This design comes from an exercise in tuning for a short achievable clock period and few clock cycles per item on the open sky130 flow, not from production work. Only simulation tests tie the RTL to the original design; equivalence was not proved. No driver is modelled on the clock port, so clock power and skew are understated where the tree is cut down; a real chip needs a root buffer or a tree. Power and IR drop assume default switching activity.

==> inputs of try-harbor <==
// fetch_top
module fetch_top
(
    input   logic           clk,
    input   logic           rst,
    output  mem_pkg::addr_t          bmem_addr_o,
    output  logic           bmem_read_o,
    input   logic           bmem_ready_i,
    input   mem_pkg::addr_t          bmem_raddr_i,
    input   mem_pkg::beat_t          bmem_rdata_i,
    input   logic           bmem_rvalid_i,
    input   logic           redirect_i,
    input   mem_pkg::addr_t          redirect_pc_i,
    input   fetch_pkg::order_t         redirect_order_i,
    input   logic           inst_ren_i,
    output  logic           inst_valid_o,
    output  mem_pkg::addr_t          inst_pc_o,
    output  fetch_pkg::inst_t          inst_o,
    output  fetch_pkg::order_t         inst_order_o
);
export LEC_CHECK = 0
export ABC_CLOCK_PERIOD_IN_PS = 100
export CAP_MARGIN = 20
export CORE_MARGIN = 2
export CORE_UTILIZATION = 40
export SETUP_SLACK_MARGIN = 2.6
export SLEW_MARGIN = 20
export SYNTH_HIERARCHICAL = 1
export TNS_END_PERCENT = 100
create_clock -name core_clock -period 4.4 [get_ports {clk}]
standard.sh (not shown) runs the stock make flow with config.mk's settings and CLKGATE_MAP_FILE= SYNTH_SCRIPT=/design/flow/synth_recipe.tcl, a recipe that flattens the netlist after the stock synthesis.
==> flow/flow/run.sh <==
#!/bin/bash
# Standard ORFS layout, except that the clock tree is rebuilt with two buffer
# levels at the end of the CTS step (flow/post_cts.tcl, flow/mytree.tcl),
# the port buffers are buf_4 cells, and slew and capacitance are repaired
# once more after global routing (flow/post_grt.tcl).
# Each tool's output goes to its own log: make's to flow_make.log here, and
# ORFS keeps every step's log under orfs/logs/.
set -euo pipefail
here=$(pwd)
export POST_CTS_TCL="$here/flow/post_cts.tcl"
# design-rule repair again after the timing repair of global routing
export POST_GLOBAL_ROUTE_TCL="$here/flow/post_grt.tcl"
# port buffers: a plain buffer rather than the delay cell buffer_ports picks
export BUFFER_PORTS_ARGS="-buffer_cell sky130_fd_sc_hd__buf_4"
bash standard.sh > "$here/flow_make.log" 2>&1
Other scripts of this flow, unchanged in this note and not shown: flow/flow/mytree.tcl, flow/flow/post_cts.tcl, flow/flow/post_grt.tcl
==> inputs of try-ember, as changes to try-harbor <==
--- a/flow/design.v
+++ b/flow/design.v
@@ -224,23 +224,32 @@
         for (int w = 0; w < 8; w++) k[w] = (3'(w) >= first);
         keep_from = k;
     endfunction
     assign bmem_read_o = rd_q;
     assign bmem_addr_o = {ra_q, {OFF_BITS{1'b0}}};
     assign accept = rd_q && bmem_ready_i && !rst;
-    logic [4:0]        deq_c;
-    for (genvar c = 0; c < 5; c++) begin : g_deq
+    localparam int DQ_SLOTS = QD / 2;
+    localparam int DQ_VLO   = DQ_SLOTS;
+    localparam int DQ_VHI   = DQ_SLOTS + 1;
+    localparam int DQ_IV    = DQ_SLOTS + 2;
+    localparam int DQ_PC    = DQ_SLOTS + 3;
+    localparam int DQ_ORD   = DQ_SLOTS + 4;
+    localparam int DQ_CNT   = DQ_SLOTS + 5;
+    localparam int NDQ      = DQ_SLOTS + 6;
+    logic [NDQ-1:0]    deq_c;
+    logic [QD-1:0]     vv;           
+    for (genvar c = 0; c < NDQ; c++) begin : g_deq
         deq_gen deq_gen_i (
             .ren_i      (inst_ren_i),
-            .valid_i    (inst_valid_o),
+            .valid_i    (vv[0]),
             .redirect_i (redirect_i),
             .rst_i      (rst),
             .deq_o      (deq_c[c])
         );
     end
-    assign deq = deq_c[4];
+    assign deq = deq_c[DQ_CNT];
     assign issue  = (!want || accept) && (avail <= AW'(KTH));
     logic [LA_W-1:0]   oa  [NO];
     logic [7:0]        okeep [NO];
     logic [NO-1:0]     ost;          
     logic [NO-1:0]     wsel;         
     logic [NO-1:0]     hsel;         
@@ -405,48 +414,83 @@
         end
     end
     fetch_pkg::inst_t  wa, wb;       
     assign wa      = keep_lo ? bmem_rdata_i[31:0] : bmem_rdata_i[63:32];
     assign wb      = bmem_rdata_i[63:32];
     fetch_pkg::inst_t  q  [QD];
-    logic [QD-1:0]     vv;           
-    logic [QD-1:0]     qs;           
-    logic [QD-1:0]     pq_n;         
-    always_comb begin
-        for (int i = 0; i < QD; i++) begin
-            qs[i] = deq_c[(i < QD / 2) ? 0 : 1] ? ((i + 1 < QD) ? vv[(i + 1 < QD) ? i + 1 : i] : 1'b0) : vv[i];
-        end
+    logic [QD-1:0]     qs0, qs1;     
+    logic [QD-1:0]     pq0, pq1;     
+    logic              flush;
+    function automatic logic [QD-1:0] beat_slots(input logic [QD-1:0] sv, input logic two);
+        logic [QD-1:0] r;
         for (int i = 0; i < QD; i++) begin
-            pq_n[i] = (!qs[i] && (i == 0 || qs[(i > 0) ? i - 1 : 0])) ||
-                      (keep_lo && i >= 1 && !qs[(i > 0) ? i - 1 : 0] &&
-                       (i == 1 || qs[(i > 1) ? i - 2 : 0]));
+            r[i] = (!sv[i] && (i == 0 || sv[(i > 0) ? i - 1 : 0])) ||
+                   (two && i >= 1 && !sv[(i > 0) ? i - 1 : 0] && (i == 1 || sv[(i > 1) ? i - 2 : 0]));
         end
-    end
-    always_ff @(posedge clk) begin
+        beat_slots = r;
+    endfunction
+    assign flush = rst || redirect_i;
+    assign qs0   = vv;
+    assign qs1   = {1'b0, vv[QD-1:1]};
+    assign pq0   = beat_slots(qs0, keep_lo);
+    assign pq1   = beat_slots(qs1, keep_lo);
+    fetch_pkg::inst_t  keep_v  [QD];
+    fetch_pkg::inst_t  shift_v [QD];
+    fetch_pkg::inst_t  q_d     [QD];
+    always_comb begin
         for (int i = 0; i < QD; i++) begin
-            fetch_pkg::inst_t keep_v, shift_v;
             logic first_free, last_full;
             first_free = !vv[i] && (i == 0 || vv[(i > 0) ? i - 1 : 0]);
             last_full  = vv[i] && (i + 1 == QD || !vv[(i + 1 < QD) ? i + 1 : i]);
-            keep_v  = vv[i] ? q[i] : (first_free ? wa : wb);
+            keep_v[i] = vv[i] ? q[i] : (first_free ? wa : wb);
             if (i + 1 < QD) begin
-                shift_v = vv[(i + 1 < QD) ? i + 1 : i] ? q[(i + 1 < QD) ? i + 1 : i] :
-                          (last_full ? wa : wb);
+                shift_v[i] = vv[(i + 1 < QD) ? i + 1 : i] ? q[(i + 1 < QD) ? i + 1 : i] :
+                             (last_full ? wa : wb);
             end else begin
-                shift_v = last_full ? wa : wb;
+                shift_v[i] = last_full ? wa : wb;
             end
-            q[i] <= deq_c[(i < QD / 2) ? 0 : 1] ? shift_v : keep_v;
         end
     end
+    for (genvar i = 0; i < QD; i++) begin : g_slot
+        late_sel #(.W($bits(inst_o))) slot_sel_i (
+            .sel_i  (deq_c[i / 2]),
+            .one_i  (shift_v[i]),
+            .zero_i (keep_v[i]),
+            .out_o  (q_d[i])
+        );
+    end
+    always_ff @(posedge clk) begin
+        for (int i = 0; i < QD; i++) q[i] <= q_d[i];
+    end
     assign live_b = !h_st && keep_hi && !redirect_i && !rst;
-    assign iv_n   = !rst && !redirect_i && qs[0];
-    assign iv_b   = !rst && !redirect_i && (qs[0] || (live_b && pq_n[0]));
     logic [QD-1:0]     vv_b, vv_n, vv_d;
-    assign vv_n = (rst || redirect_i) ? '0 : qs;
-    assign vv_b = (rst || redirect_i) ? '0 : (qs | (live_b ? pq_n : '0));
+    logic [QD-1:0]     vb0, vb1, vn0, vn1;
+    logic [1:0]        ivb, ivn;
+    assign vn0 = flush ? '0 : qs0;
+    assign vn1 = flush ? '0 : qs1;
+    assign vb0 = flush ? '0 : (qs0 | (live_b ? pq0 : '0));
+    assign vb1 = flush ? '0 : (qs1 | (live_b ? pq1 : '0));
     localparam int VV_LO = QD / 2;
+    late_sel #(.W(2*VV_LO)) vv_lo_deq_i (
+        .sel_i  (deq_c[DQ_VLO]),
+        .one_i  ({vb1[VV_LO-1:0], vn1[VV_LO-1:0]}),
+        .zero_i ({vb0[VV_LO-1:0], vn0[VV_LO-1:0]}),
+        .out_o  ({vv_b[VV_LO-1:0], vv_n[VV_LO-1:0]})
+    );
+    late_sel #(.W(2*(QD-VV_LO))) vv_hi_deq_i (
+        .sel_i  (deq_c[DQ_VHI]),
+        .one_i  ({vb1[QD-1:VV_LO], vn1[QD-1:VV_LO]}),
+        .zero_i ({vb0[QD-1:VV_LO], vn0[QD-1:VV_LO]}),
+        .out_o  ({vv_b[QD-1:VV_LO], vv_n[QD-1:VV_LO]})
+    );
+    late_sel #(.W(2)) iv_deq_i (
+        .sel_i  (deq_c[DQ_IV]),
+        .one_i  ({vb1[0], vn1[0]}),
+        .zero_i ({vb0[0], vn0[0]}),
+        .out_o  ({iv_b, iv_n})
+    );
     late_sel #(.W(VV_LO)) vv_lo_sel_i (
         .sel_i  (beat_c[5]),
         .one_i  (vv_b[VV_LO-1:0]),
         .zero_i (vv_n[VV_LO-1:0]),
         .out_o  (vv_d[VV_LO-1:0])
     );
@@ -464,13 +508,13 @@
     logic [1:0] pc_lo;
     seq_ctr #(.W(30), .L(6), .C(8), .RST_VAL(30'(32'hAAAAA000 >> 2))) pc_ctr_i (
         .clk        (clk),
         .rst        (rst),
         .load_i     (redirect_i),
         .load_val_i (redirect_pc_i[31:2]),
-        .inc_i      (deq_c[2]),
+        .inc_i      (deq_c[DQ_PC]),
         .val_o      (inst_pc_o[31:2])
     );
     always_ff @(posedge clk) begin
         if (rst) begin
             pc_lo <= 2'(32'hAAAAA000);
         end else if (redirect_i) begin
@@ -480,10 +524,10 @@
     assign inst_pc_o[1:0] = pc_lo;
     seq_ctr #(.W(64), .L(6), .C(8), .RST_VAL('0)) order_ctr_i (
         .clk        (clk),
         .rst        (rst),
         .load_i     (redirect_i),
         .load_val_i (redirect_order_i),
-        .inc_i      (deq_c[3]),
+        .inc_i      (deq_c[DQ_ORD]),
         .val_o      (inst_order_o)
     );
 endmodule
==> notes <==
- Via count: try-ember is smaller than try-harbor (about 0.4%).
- Against try-ember, the sequential share of layout area of try-harbor is higher by 2.4 points.
- Between try-harbor and try-ember, the lower global-route usage is in try-ember (gap 0.54 points).
- Of try-ember and try-harbor, try-ember has the higher clock skew (gap 0.0038 ns).
- In flip-flop and latch count, try-harbor and try-ember do not differ.
Testbench counts of try-harbor, summed over its fixed seeds: cycles 18,712, items 12,000.
Testbench counts of try-ember, summed over its fixed seeds: cycles 18,712, items 12,000.
In every run of this note, the design's own scripts or RTL, not TritonCTS, make the clock network.

* * *

==> inputs of 09-15 <==
Another version of the RTL of fetch_top (not shown whole).
// fetch_top
module fetch_top
(
    input   logic           clk,
    input   logic           rst,
    output  mem_pkg::addr_t          bmem_addr_o,
    output  logic           bmem_read_o,
    input   logic           bmem_ready_i,
    input   mem_pkg::addr_t          bmem_raddr_i,
    input   mem_pkg::beat_t          bmem_rdata_i,
    input   logic           bmem_rvalid_i,
    input   logic           redirect_i,
    input   mem_pkg::addr_t          redirect_pc_i,
    input   fetch_pkg::order_t         redirect_order_i,
    input   logic           inst_ren_i,
    output  logic           inst_valid_o,
    output  mem_pkg::addr_t          inst_pc_o,
    output  fetch_pkg::inst_t          inst_o,
    output  fetch_pkg::order_t         inst_order_o
);
export LEC_CHECK = 0
export ABC_CLOCK_PERIOD_IN_PS = 1800
export CAP_MARGIN = 20
export CORE_MARGIN = 2
export CORE_UTILIZATION = 40
export SETUP_SLACK_MARGIN = 2.6
export SLEW_MARGIN = 20
export TNS_END_PERCENT = 100
create_clock -name core_clock -period 4.4 [get_ports {clk}]
==> flow/flow/run.sh <==
#!/bin/bash
# Standard ORFS layout, except that the clock tree is rebuilt with two buffer
# levels at the end of the CTS step (flow/post_cts.tcl, flow/mytree.tcl).
# Each tool's output goes to its own log: make's to flow_make.log here, and
# ORFS keeps every step's log under orfs/logs/.
set -euo pipefail
here=$(pwd)
export POST_CTS_TCL="$here/flow/post_cts.tcl"
bash standard.sh > "$here/flow_make.log" 2>&1
==> flow/flow/mytree.tcl <==
# Replace the clock tree with a two-level one: the clock port drives four root
# buffers, each root drives the leaf buffers of one quarter of the registers,
# and each leaf buffer drives a cluster of nearby registers. All registers see
# the same number of buffers between the port and their clock pin.
set block [ord::get_db_block]
set db [ord::get_db]
set buf_master [$db findMaster sky130_fd_sc_hd__clkbuf_16]
set clk_net [$block findNet clk]
set max_leaf 20
if {[info exists ::env(MYTREE_LEAF)]} { set max_leaf $::env(MYTREE_LEAF) }

# walk the old tree from the clock port
set tree_insts {}
set tree_nets {}
set sinks {}
set todo [list $clk_net]
while {[llength $todo] > 0} {
  set net [lindex $todo 0]
  set todo [lrange $todo 1 end]
  foreach it [$net getITerms] {
    if {[$it isOutputSignal]} { continue }
    set inst [$it getInst]
    set mname [[$inst getMaster] getName]
    if {[string match "sky130_fd_sc_hd__clkbuf_*" $mname] || [string match "sky130_fd_sc_hd__buf_*" $mname] || [string match "sky130_fd_sc_hd__clkinv*" $mname] || [string match "sky130_fd_sc_hd__inv_*" $mname]} {
      if {[string match "*inv*" $mname]} {
        # only a dummy load (output left open) may be an inverter
        foreach ot [$inst getITerms] {
          if {[$ot isOutputSignal] && [$ot getNet] ne "NULL" && [llength [[$ot getNet] getITerms]] > 1} {
            error "inverter in clock tree: [$inst getName]"
          }
        }
      }
      lappend tree_insts $inst
      foreach ot [$inst getITerms] {
        if {[$ot isOutputSignal]} {
          set on [$ot getNet]
          if {$on ne "NULL"} { lappend tree_nets $on; lappend todo $on }
        }
      }
    } else {
      lappend sinks $it
    }
  }
}
puts "mytree: old tree [llength $tree_insts] buffers, [llength $sinks] sinks"

foreach it $sinks { $it disconnect }
foreach inst $tree_insts { odb::dbInst_destroy $inst }
foreach net $tree_nets { odb::dbNet_destroy $net }

# sink locations: centre of the sink instance
set pts {}
foreach it $sinks {
  set b [[$it getInst] getBBox]
  lappend pts [list [expr {([$b xMin] + [$b xMax]) / 2}] [expr {([$b yMin] + [$b yMax]) / 2}] $it]
}

# recursive bisection along the longer side until groups are small enough
proc split_groups {pts maxn} {
  return [split_k $pts [expr {([llength $pts] + $maxn - 1) / $maxn}]]
}

# split into k groups of near equal size, cutting across the longer side
proc split_k {pts k} {
  if {$k <= 1} { return [list $pts] }
  set xs [lmap p $pts {lindex $p 0}]
  set ys [lmap p $pts {lindex $p 1}]
  set dx [expr {[tcl::mathfunc::max {*}$xs] - [tcl::mathfunc::min {*}$xs]}]
  set dy [expr {[tcl::mathfunc::max {*}$ys] - [tcl::mathfunc::min {*}$ys]}]
  set ax [expr {$dx >= $dy ? 0 : 1}]
  set s [lsort -integer -index $ax $pts]
  set k1 [expr {$k / 2}]
  set h [expr {([llength $s] * $k1) / $k}]
  return [concat [split_k [lrange $s 0 [expr {$h - 1}]] $k1] [split_k [lrange $s $h end] [expr {$k - $k1}]]]
}

proc centroid {pts} {
  set sx 0; set sy 0
  foreach p $pts { set sx [expr {$sx + [lindex $p 0]}]; set sy [expr {$sy + [lindex $p 1]}] }
  set n [llength $pts]
  return [list [expr {$sx / $n}] [expr {$sy / $n}]]
}

proc place_buf {block master name x y} {
  set inst [odb::dbInst_create $block $master $name]
  set w [[$inst getMaster] getWidth]
  set h [[$inst getMaster] getHeight]
  $inst setLocation [expr {$x - $w / 2}] [expr {$y - $h / 2}]
  $inst setPlacementStatus PLACED
  return $inst
}

proc pin_of {inst name} {
  foreach it [$inst getITerms] { if {[[$it getMTerm] getName] eq $name} { return $it } }
  error "no pin $name"
}

# four quarters first, then leaf clusters inside each quarter
set quarters [split_k $pts 4]
set nq 0; set nl 0
foreach qpts $quarters {
  set leaves [split_groups $qpts $max_leaf]
  set lcs {}
  set leaf_insts {}
  foreach lpts $leaves {
    lassign [centroid $lpts] cx cy
    set li [place_buf $block $buf_master "ctree_leaf_$nl" $cx $cy]
    set ln [odb::dbNet_create $block "ctree_leaf_net_$nl"]
    $ln setSigType CLOCK
    [pin_of $li X] connect $ln
    foreach p $lpts { [lindex $p 2] connect $ln }
    lappend lcs [list $cx $cy]
    lappend leaf_insts $li
    incr nl
  }
  lassign [centroid $lcs] rx ry
  set ri [place_buf $block $buf_master "ctree_root_$nq" $rx $ry]
  set rn [odb::dbNet_create $block "ctree_root_net_$nq"]
  $rn setSigType CLOCK
  [pin_of $ri X] connect $rn
  foreach li $leaf_insts { [pin_of $li A] connect $rn }
  [pin_of $ri A] connect $clk_net
  incr nq
}
puts "mytree: $nq roots, $nl leaves"
==> flow/flow/post_cts.tcl <==
# Runs at the end of ORFS's CTS step (POST_CTS_TCL): swap TritonCTS's
# three-level clock tree for a two-level one, then legalize and repair timing
# again with the new clock arrivals.
source [file join [file dirname [info script]] mytree.tcl]
detailed_placement
estimate_parasitics -placement
repair_timing_helper
detailed_placement
check_placement -verbose
estimate_parasitics -placement
report_clock_latency
report_worst_slack -max
report_worst_slack -min
==> 08-18: changes against 09-15 <==
--- a/flow/design.v
+++ b/flow/design.v
@@ -124,22 +124,23 @@
     assign issue  = (!want || accept) && (avail <= AW'(KTH));
     localparam int PW = $clog2(NO);
     logic [LA_W-1:0]   oa  [NO];
     logic [2:0]        osk [NO];
     logic [NO-1:0]     ost;          
     logic [PW-1:0]     wp;
     logic [PW-1:0]     hp;
     logic [PW-1:0]     hp1;
-    logic [OW-1:0]     ocnt;
+    logic [NO-1:0]     ov;           
     logic              h_v;
     logic [LA_W-1:0]   h_a;
     logic [2:0]        h_sk;
     logic              h_st;
     logic [1:0]        bc;           
+    assign h_v = ov[0];
     logic              beat;
     logic              pop;
     assign hp1  = hp + 1'b1;
     assign beat = bmem_rvalid_i && h_v &&
                   (bmem_raddr_i == {h_a, {OFF_BITS{1'b0}}});
     assign pop  = beat && (bc == 2'd3);
     always_ff @(posedge clk) begin
         for (int i = 0; i < NO; i++) begin
@@ -151,33 +152,31 @@
                 ost[i] <= 1'b1;
             end
         end
     end
     always_ff @(posedge clk) begin
         if (rst) begin
             wp   <= '0;
             hp   <= '0;
-            ocnt <= '0;
+            ov   <= '0;
             bc   <= '0;
-            h_v  <= 1'b0;
         end else begin
             if (accept) wp <= wp + 1'b1;
             if (pop)    hp <= hp1;
-            ocnt <= ocnt + OW'(accept) - OW'(pop);
+            if (accept && !pop) begin
+                ov <= {ov[NO-2:0], 1'b1};
+            end else if (pop && !accept) begin
+                ov <= {1'b0, ov[NO-1:1]};
+            end
             if (beat) bc <= bc + 2'd1;
-            if (pop) begin
-                h_v <= (ocnt > OW'(1)) || accept;
-            end else if (accept) begin
-                h_v <= 1'b1;
-            end
-        end
-    end
-    always_ff @(posedge clk) begin
-        if (pop && ocnt > OW'(1)) begin
+        end
+    end
+    always_ff @(posedge clk) begin
+        if (pop && ov[1]) begin
             h_a  <= oa[hp1];
             h_sk <= osk[hp1];
             h_st <= ost[hp1] || redirect_i;
         end else if ((pop || !h_v) && accept) begin
             h_a  <= ra_q;
             h_sk <= rskip_q;
             h_st <= redirect_i;
         end else if (redirect_i) begin
@@ -185,34 +184,34 @@
         end
     end
     always_ff @(posedge clk) begin
         if (rst) begin
             want    <= 1'b1;
             ra_q    <= 32'hAAAAA000 >> OFF_BITS;
             rskip_q <= 3'(32'hAAAAA000 >> 2);
             avail   <= AW'(8) - AW'(3'(32'hAAAAA000 >> 2));
-            rd_q    <= 1'b0;
+            rd_q    <= 1'b1;         
         end else begin
             if (redirect_i) begin
                 want    <= 1'b1;
                 ra_q    <= redirect_pc_i[31:OFF_BITS];
                 rskip_q <= redirect_pc_i[OFF_BITS-1:2];
                 avail   <= AW'(8) - AW'(redirect_pc_i[OFF_BITS-1:2]);
             end else if (issue) begin
                 want    <= 1'b1;
                 ra_q    <= ra_q + 1'b1;
                 rskip_q <= '0;
                 avail   <= avail - AW'(deq) + AW'(8);
             end else begin
                 if (accept) want <= 1'b0;
                 avail <= avail - AW'(deq);
             end
             rd_q <= (redirect_i || issue || (want && !accept)) &&
-                    (32'(ocnt) + 32'(accept) < NO);
+                    !(accept ? ov[NO-2] : ov[NO-1]);
         end
     end
     logic              lo_ok, hi_ok;
     logic [1:0]        nw;           
     fetch_pkg::inst_t  wa, wb;
     assign lo_ok = ({bc, 1'b0} >= h_sk);
     assign hi_ok = ({bc, 1'b1} >= h_sk);
     assign nw    = (beat && !h_st && !redirect_i) ? (2'(lo_ok) + 2'(hi_ok)) : 2'd0;
==> flow/flow/run.sh (replaced) <==
#!/bin/bash
# Standard ORFS layout, except that the clock tree is rebuilt with two buffer
# levels at the end of the CTS step (flow/post_cts.tcl, flow/mytree.tcl),
# and the port buffers are buf_4 cells.
# Each tool's output goes to its own log: make's to flow_make.log here, and
# ORFS keeps every step's log under orfs/logs/.
set -euo pipefail
here=$(pwd)
export POST_CTS_TCL="$here/flow/post_cts.tcl"
# port buffers: a plain buffer rather than the delay cell buffer_ports picks
export BUFFER_PORTS_ARGS="-buffer_cell sky130_fd_sc_hd__buf_4"
bash standard.sh > "$here/flow_make.log" 2>&1
==> 05-12: changes against 09-15 <==
==> flow/run.sh (new file) <==
#!/bin/bash
# synth_recipe.tcl (not shown) runs the flow's synth.tcl, then flattens the netlist and writes it again
# the make line also repeats each setting of config.mk as NAME=value (left out here)
make -C /OpenROAD-flow-scripts/flow DESIGN_CONFIG=/design/flow/config.mk WORK_HOME=/design/flow/orfs CLKGATE_MAP_FILE= SYNTH_SCRIPT=/design/flow/synth_recipe.tcl finish
removed: flow/flow/run.sh
removed: flow/flow/mytree.tcl
removed: flow/flow/post_cts.tcl
removed: flow/standard.sh
==> summary of the runs <==
- Sequential power is about the same in 08-18 and 09-15.
- Critical path depth is the same in 08-18 and 09-15.
- Final cell count, lowest first: 05-12, 08-18, 09-15.
- Sequential cell count is the same in 05-12 and 09-15.
- 05-12 produced a clean layout. 09-15 produced a clean layout. 08-18 finished but fails on capacitance limit, slew limit.
- Die area is the same in 05-12 and 09-15.
==> figures <==
| metric | 05-12 | 09-15 | 08-18 |
|---|---|---|---|
| Result of the run | finished clean | finished clean | complete, but fails checks |
| Reasons for failing layout checks | - | - | capacitance limit, slew limit |
| Largest net degree at the start of global routing | 90 | 90 | 57 |
| Post-layout instance area | 62800 um^2 | 67200 um^2 | 63900 um^2 |
| Share of the synthesized area in the top cell type | 49.8% | 49.8% | 49.6% |
| Final weighted congestion in routability-driven placement | 0.877 | 0.877 | 0.840 |
| Final layout net count | 4930 | 5178 | 5017 |
| Multi-input logic portion of the cell area | 34.0% | 33.1% | 38.1% |
| Post-DR vias/cell | 5.88 | 6.31 | 6.47 |
| Die Outline Area | 113000 um^2 | 113000 um^2 | 113000 um^2 |
| Peak per-stage delay on the critical path | 0.50 ns | 1.10 ns | 1.37 ns |
| Area growth from synthesis to layout | 42.4% | 52.4% | 44.6% |
Testbench counts of 09-15, summed over its fixed seeds: cycles 18,690, items 12,000.
Testbench counts of 08-18, summed over its fixed seeds: cycles 18,682, items 12,000.
Testbench counts of 05-12, summed over its fixed seeds: cycles 18,690, items 12,000.
In 09-15 and 08-18 the design's own scripts or RTL, not TritonCTS, make the clock network.

==> port drivers added, routing unchanged <==
In the flow no input, the clock included, has a driving cell. The finished layouts below were timed again as built, in two steps. Step 1 sets driving cells, clkbuf_16 on the clock port and buf_2 on the other inputs (assumed; they add their load-dependent delay and slew). Step 2 moves the port delays by t, midway between the first and last clock arrival at a register: inputs arrive t later, outputs are due t later. That takes back most of the time a late clock gives input paths. Slacks: ideal / step 1 / step 2; pairs: ideal / step 1.
| run | shift t [ns] | slack for setup (ns) | clock arrival spread, ns | worst register clock-pin slew, ns |
|---|---|---|---|---|
| try-harbor | 0.590 | 2.154 / 2.183 / 1.593 | 0.034 / 0.034 | 0.10 / 0.10 |
| try-ember | 0.594 | 2.374 / 2.327 / 1.799 | 0.036 / 0.036 | 0.09 / 0.09 |
| 09-15 | 0.599 | 1.120 / 1.170 / 0.571 | 0.054 / 0.053 | 0.11 / 0.11 |
| 08-18 | 0.623 | 1.540 / 1.541 / 1.192 | 0.041 / 0.041 | 0.10 / 0.10 |
| 05-12 | 0.753 | 1.633 / 1.680 / 0.927 | 0.029 / 0.030 | 0.07 / 0.07 |
The setup slack of 05-12, which loses most, moves by +0.047 ns with the drivers and by -0.706 ns with both steps.
